Background: an optimization exercise with open tools, aiming at a short achievable clock period and few clock cycles per item. Do not read the settings as production practice.
RTL that was checked went through simulation tests only; none was proved equivalent to the original.

==> exp/raven: inputs <==
==> flow/design.v <==
package cpu_pkg;
    typedef logic [32-1:0] word_t;
    typedef logic [4-1:0] reg_idx_t;
    typedef logic [5-1:0] opcode_t;
    typedef logic [19-1:0] offset_t;
    typedef enum logic [2:0] {
        st_fetch,
        st_decode,
        st_address,
        st_memory,
        st_writeback
    } cpu_state_t;
endpackage
`timescale 1ns/1ps
module cpu_top (
    input  logic            clk,
    input  logic            rst_n,
    output logic            wb_cyc,
    output logic            wb_stb,
    output logic            wb_we,
    output cpu_pkg::word_t  wb_adr,
    output cpu_pkg::word_t  wb_dat_o,
    input  cpu_pkg::word_t  wb_dat_i,
    input  logic            wb_ack
);
    localparam int NR = 16;
    localparam int QD = 4;
    localparam int QW = 2;   
    localparam int HW = 32 - 19;
    localparam int IW = 4 + 2*4 + 19;
    function automatic logic [NR-1:0] dec1h(input logic [4-1:0] r);
        for (int i = 0; i < NR; i++) dec1h[i] = (r == i);
    endfunction
    logic              b_ld;      
    logic              b_fetch;   
    logic              b_kill;    
    logic [NR-1:0]     b_w1h;     
    cpu_pkg::word_t    pc_f;      
    logic [QD-1:0]     occ;       
    logic              fetch_ok;
    logic free, ld_done, f_done;
    assign free    = !wb_cyc || wb_ack;
    assign ld_done = wb_cyc && wb_ack && b_ld && !b_kill;
    assign f_done  = wb_cyc && wb_ack && b_fetch;
    assign fetch_ok = !occ[QD-1];
    logic [IW-1:0] iq [QD];
    logic [QW:0]   iq_rp, iq_wp;
    logic          iq_empty;
    logic [IW-1:0] fin;
    cpu_pkg::opcode_t fop;
    assign fop = wb_dat_i[31:27];
    assign fin = {!(fop == cpu_pkg::opcode_t'(0) || fop == cpu_pkg::opcode_t'(1) ||
                    fop == cpu_pkg::opcode_t'(2)),
                  fop == cpu_pkg::opcode_t'(2),
                  fop == cpu_pkg::opcode_t'(1),
                  fop == cpu_pkg::opcode_t'(0),
                  wb_dat_i[26:0]};
    assign iq_empty = iq_rp == iq_wp;
    logic              ir_v, ir_nop, ir_st, ir_ldi, ir_ld;
    logic [NR-1:0]     ir_ra1h, ir_rb1h;
    cpu_pkg::offset_t  ir_off;
    logic              x2_v, x2_ld, x2_ldi, x2_st;
    logic [NR-1:0]     x2_ra1h, x2_w1h;
    cpu_pkg::word_t    x2_base;
    cpu_pkg::offset_t  x2_off;
    logic              x3_v, x3_mem, x3_ld, x3_st;
    logic [NR-1:0]     x3_ra1h;
    logic [NR-1:0]     x3_l1h;    
    logic [NR-1:0]     x3_d1h;    
    logic [19-1:0] x3_lo;
    logic [HW-1:0]     x3_h0, x3_hp, x3_hm;
    logic [2:0]        x3_hs;     
    cpu_pkg::word_t    x3_ea;
    cpu_pkg::word_t    regs [NR];
    cpu_pkg::word_t    st_rd;     
    cpu_pkg::word_t    base_rd;   
    always_comb begin
        st_rd   = '0;
        base_rd = '0;
        for (int i = 0; i < NR; i++) begin
            st_rd = st_rd | (regs[i] & {32{x3_ra1h[i]}});
            if (i != 0) base_rd = base_rd | (regs[i] & {32{ir_rb1h[i]}});
        end
    end
    assign x3_ea = {(x3_h0 & {HW{x3_hs[0]}}) | (x3_hp & {HW{x3_hs[1]}}) | (x3_hm & {HW{x3_hs[2]}}),
                    x3_lo};
    logic x3_out, x2_out, issue_data, issue_fetch, st_byp;
    cpu_pkg::word_t st_data;
    assign x3_out = !x3_mem || free;
    assign x2_out = !x2_v || x3_out;
    assign issue_data  = free && x3_mem;
    assign issue_fetch = free && !x3_mem && fetch_ok;
    assign st_byp      = !b_kill && ((b_w1h & x3_ra1h) != '0);
    assign st_data     = st_byp ? wb_dat_i : st_rd;
    logic   haz, x1_adv, x1_pop, ir_load, ir_take;
    logic [NR-1:0] pend;
    assign pend    = x2_w1h | x3_l1h | x3_d1h | b_w1h;
    assign haz     = (ir_rb1h[NR-1:1] & pend[NR-1:1]) != '0;
    assign x1_adv  = ir_v && !ir_nop && x2_out && !haz;
    assign x1_pop  = ir_v && (ir_nop || (x2_out && !haz));
    assign ir_load = !ir_v || x1_pop;
    assign ir_take = ir_load && (!iq_empty || f_done);
    logic [IW-1:0]     ir_nxt;
    cpu_pkg::reg_idx_t ir_nxt_ra, ir_nxt_rb;
    assign ir_nxt    = iq_empty ? fin : iq[iq_rp[QW-1:0]];
    assign ir_nxt_ra = ir_nxt[26:23];
    assign ir_nxt_rb = ir_nxt[22:19];
    logic [19:0] lo_sum;
    logic                   lo_c, off_s;
    assign lo_sum = {1'b0, x2_base[19-1:0]} + {1'b0, x2_off};
    assign lo_c   = lo_sum[19];
    assign off_s  = x2_off[19-1];
    always_ff @(posedge clk or negedge rst_n) begin
        if (!rst_n) begin
            for (int i = 0; i < NR; i++) regs[i] <= '0;
        end else begin
            for (int i = 0; i < NR; i++) begin
                if (x3_l1h[i])
                    regs[i] <= x3_ea;
                else if (ld_done && b_w1h[i])
                    regs[i] <= wb_dat_i;
            end
        end
    end
    always_ff @(posedge clk or negedge rst_n) begin
        if (!rst_n) begin
            wb_cyc   <= 1'b0;
            wb_we    <= 1'b0;
            b_ld     <= 1'b0;
            b_fetch  <= 1'b0;
            b_kill   <= 1'b0;
            b_w1h    <= '0;
            pc_f     <= cpu_pkg::word_t'(0);
            occ      <= '0;
            iq_rp    <= '0;
            iq_wp    <= '0;
            ir_v     <= 1'b0;
            x2_v     <= 1'b0;
            x2_w1h   <= '0;
            x3_v     <= 1'b0;
            x3_mem   <= 1'b0;
            x3_l1h   <= '0;
            x3_d1h   <= '0;
        end else begin
            if (free) begin
                wb_cyc  <= issue_data || issue_fetch;
                wb_we   <= issue_data && x3_st;
                b_ld    <= issue_data && x3_ld;
                b_fetch <= issue_fetch;
                b_kill  <= 1'b0;
                b_w1h   <= issue_data ? x3_d1h : '0;
            end else if ((x3_l1h & b_w1h) != '0) begin
                b_kill  <= 1'b1;
            end
            if (issue_fetch) pc_f <= pc_f + cpu_pkg::word_t'(1);
            if (issue_fetch && !ir_take)
                occ <= {occ[QD-2:0], 1'b1};
            else if (ir_take && !issue_fetch)
                occ <= {1'b0, occ[QD-1:1]};
            if (f_done && !(ir_load && iq_empty)) iq_wp <= iq_wp + (QW+1)'(1);
            if (ir_load && !iq_empty) iq_rp <= iq_rp + (QW+1)'(1);
            if (ir_load) ir_v <= ir_take;
            if (x2_out) begin
                x2_v   <= x1_adv;
                x2_w1h <= (x1_adv && (ir_ld || ir_ldi)) ? ir_ra1h : '0;
            end
            if (x3_out) begin
                x3_v   <= x2_v;
                x3_mem <= x2_v && (x2_ld || x2_st);
                x3_l1h <= (x2_v && x2_ldi) ? x2_ra1h : '0;
                x3_d1h <= (x2_v && x2_ld)  ? x2_ra1h : '0;
            end
        end
    end
    always_ff @(posedge clk) begin
        if (free) begin
            wb_adr   <= x3_mem ? x3_ea : pc_f;
            wb_dat_o <= st_data;
        end
        if (f_done) iq[iq_wp[QW-1:0]] <= fin;
        if (ir_load) begin
            {ir_nop, ir_st, ir_ldi, ir_ld} <= ir_nxt[IW-1:IW-4];
            ir_off  <= ir_nxt[18:0];
            ir_ra1h <= dec1h(ir_nxt_ra);
            ir_rb1h <= dec1h(ir_nxt_rb);
        end
        if (x1_adv) begin
            x2_ld   <= ir_ld;
            x2_ldi  <= ir_ldi;
            x2_st   <= ir_st;
            x2_ra1h <= ir_ra1h;
            x2_off  <= ir_off;
            x2_base <= base_rd;
        end
        if (x3_out) begin
            x3_ld   <= x2_ld;
            x3_st   <= x2_st;
            x3_ra1h <= x2_ra1h;
            x3_lo   <= lo_sum[19-1:0];
            x3_h0   <= x2_base[32-1:19];
            x3_hp   <= x2_base[32-1:19] + HW'(1);
            x3_hm   <= x2_base[32-1:19] - HW'(1);
            x3_hs   <= {off_s && !lo_c, !off_s && lo_c, off_s == lo_c};
        end
    end
    assign wb_stb = wb_cyc;
endmodule
==> flow/run.sh <==
#!/bin/bash
# synth_recipe.tcl (not shown) runs the flow's synth.tcl, then flattens the netlist and writes it again
# the make line also repeats each setting of config.mk as NAME=value (left out here)
make -C /OpenROAD-flow-scripts/flow DESIGN_CONFIG=/design/flow/config.mk WORK_HOME=/design/flow/orfs CLKGATE_MAP_FILE= SYNTH_SCRIPT=/design/flow/synth_recipe.tcl finish
==> flow/config.mk <==
export PLATFORM = sky130hd
export DESIGN_NAME = cpu_top
export DESIGN_NICKNAME = cpu_top
export VERILOG_FILES = /design/flow/design.v
export SDC_FILE = /design/flow/constraint.sdc
export NUM_CORES = 4
export LEC_CHECK = 0
export ABC_CLOCK_PERIOD_IN_PS = 2000
export CAP_MARGIN = 20
export CORE_MARGIN = 2
export CORE_UTILIZATION = 30
export SETUP_SLACK_MARGIN = 3.5
export SLEW_MARGIN = 20
==> flow/constraint.sdc <==
create_clock -name core_clock -period 6.0 [get_ports {clk}]
set_input_delay 1.2000 -clock core_clock [delete_from_list [all_inputs] [get_ports {clk}]]
set_output_delay 1.2000 -clock core_clock [all_outputs]
set_load 0.01 [all_outputs]
==> exp/lagoon (differences from exp/raven) <==
--- a/flow/design.v
+++ b/flow/design.v
@@ -25,7 +25,7 @@
 );
     localparam int NR = 16;
     localparam int QD = 4;
-    localparam int QW = 2;   
+    localparam int QW = $clog2(QD);
     localparam int HW = 32 - 19;
     localparam int IW = 4 + 2*4 + 19;
     function automatic logic [NR-1:0] dec1h(input logic [4-1:0] r);
==> flow_summary.ini <==
[timing]
slew_violations = 0
worstMarginPinSlew_ns = 1.16

[floorplanning]
fp-row-count = 148

[layout]
inverters = 36
layout.nonclk_buf_share_pct = 4.46
regMostFlops = regs
design_area_mm2 = 0.0569
regArea_mm2 = 0.0274

[drt]
via_per_inst = 5.92
top_layer = met5

[logic_synthesis]
post-synth-top-area-cell = dfrtp_1
synth_top_family_by_area = compound AO/OA/AOI/OAI gates
synth_cell_type_count = 60

[global_routing]
antenna_found_initial = 10

[run_status]
outcome = timing/DRC/antenna clean

[critical_path]
cpPeakStageDelay_ns = 0.54
The numbers above come from exp/raven.

==> flow_summary.ini <==
[run_status]
outcome = timing/DRC/antenna clean

[floorplanning]
fp-row-count = 148

[layout]
inverters = 36
regArea_mm2 = 0.0274
design_area_mm2 = 0.0569
largest_reg_flops = 512
layout.nonclk_buf_share_pct = 4.46
regMostFlops = regs

[drt]
via_per_inst = 5.92
top_layer = met5
dr_total_vias = 39300

[global_routing]
antenna_found_initial = 10

[logic_synthesis]
synth_top_family_by_area = compound AO/OA/AOI/OAI gates

[timing]
slew_violations = 0

[clock_tree]
root_buffer = clkbuf_16
The numbers above come from exp/lagoon.

Testbench counts of exp/raven, summed over its fixed seeds: cycles 19,517, instructions 12,288.
The RTL of exp/lagoon was laid out without a check of its function.

[port drivers added, routing unchanged]
How much do the figures lean on ideal ports? The routed layouts below were timed once more, with nothing changed but the port constraints. Step 1 sets driving cells, clkbuf_16 on the clock port and buf_2 on the other inputs (assumed; they add their load-dependent delay and slew). Step 2, shift: input delay + t, output delay - t, t = (earliest + latest rising clock arrival at the registers) / 2. This alone moves slack from input paths to output paths. a / b / c = ideal ports / drivers / drivers and shift; a / b = the first two.
| run | t, ns | setup slack, ns | worst setup path at the end | clock arrival spread, ns | worst slew at a driven data input, ns |
|---|---|---|---|---|---|
| exp/raven | 0.822 | 3.304 / 3.223 / 2.769 | input to register | 0.031 / 0.031 | 0.08 |
| exp/lagoon | 0.822 | 3.304 / 3.223 / 2.769 | input to register | 0.031 / 0.031 | 0.08 |
After both steps every run listed still meets setup and hold.
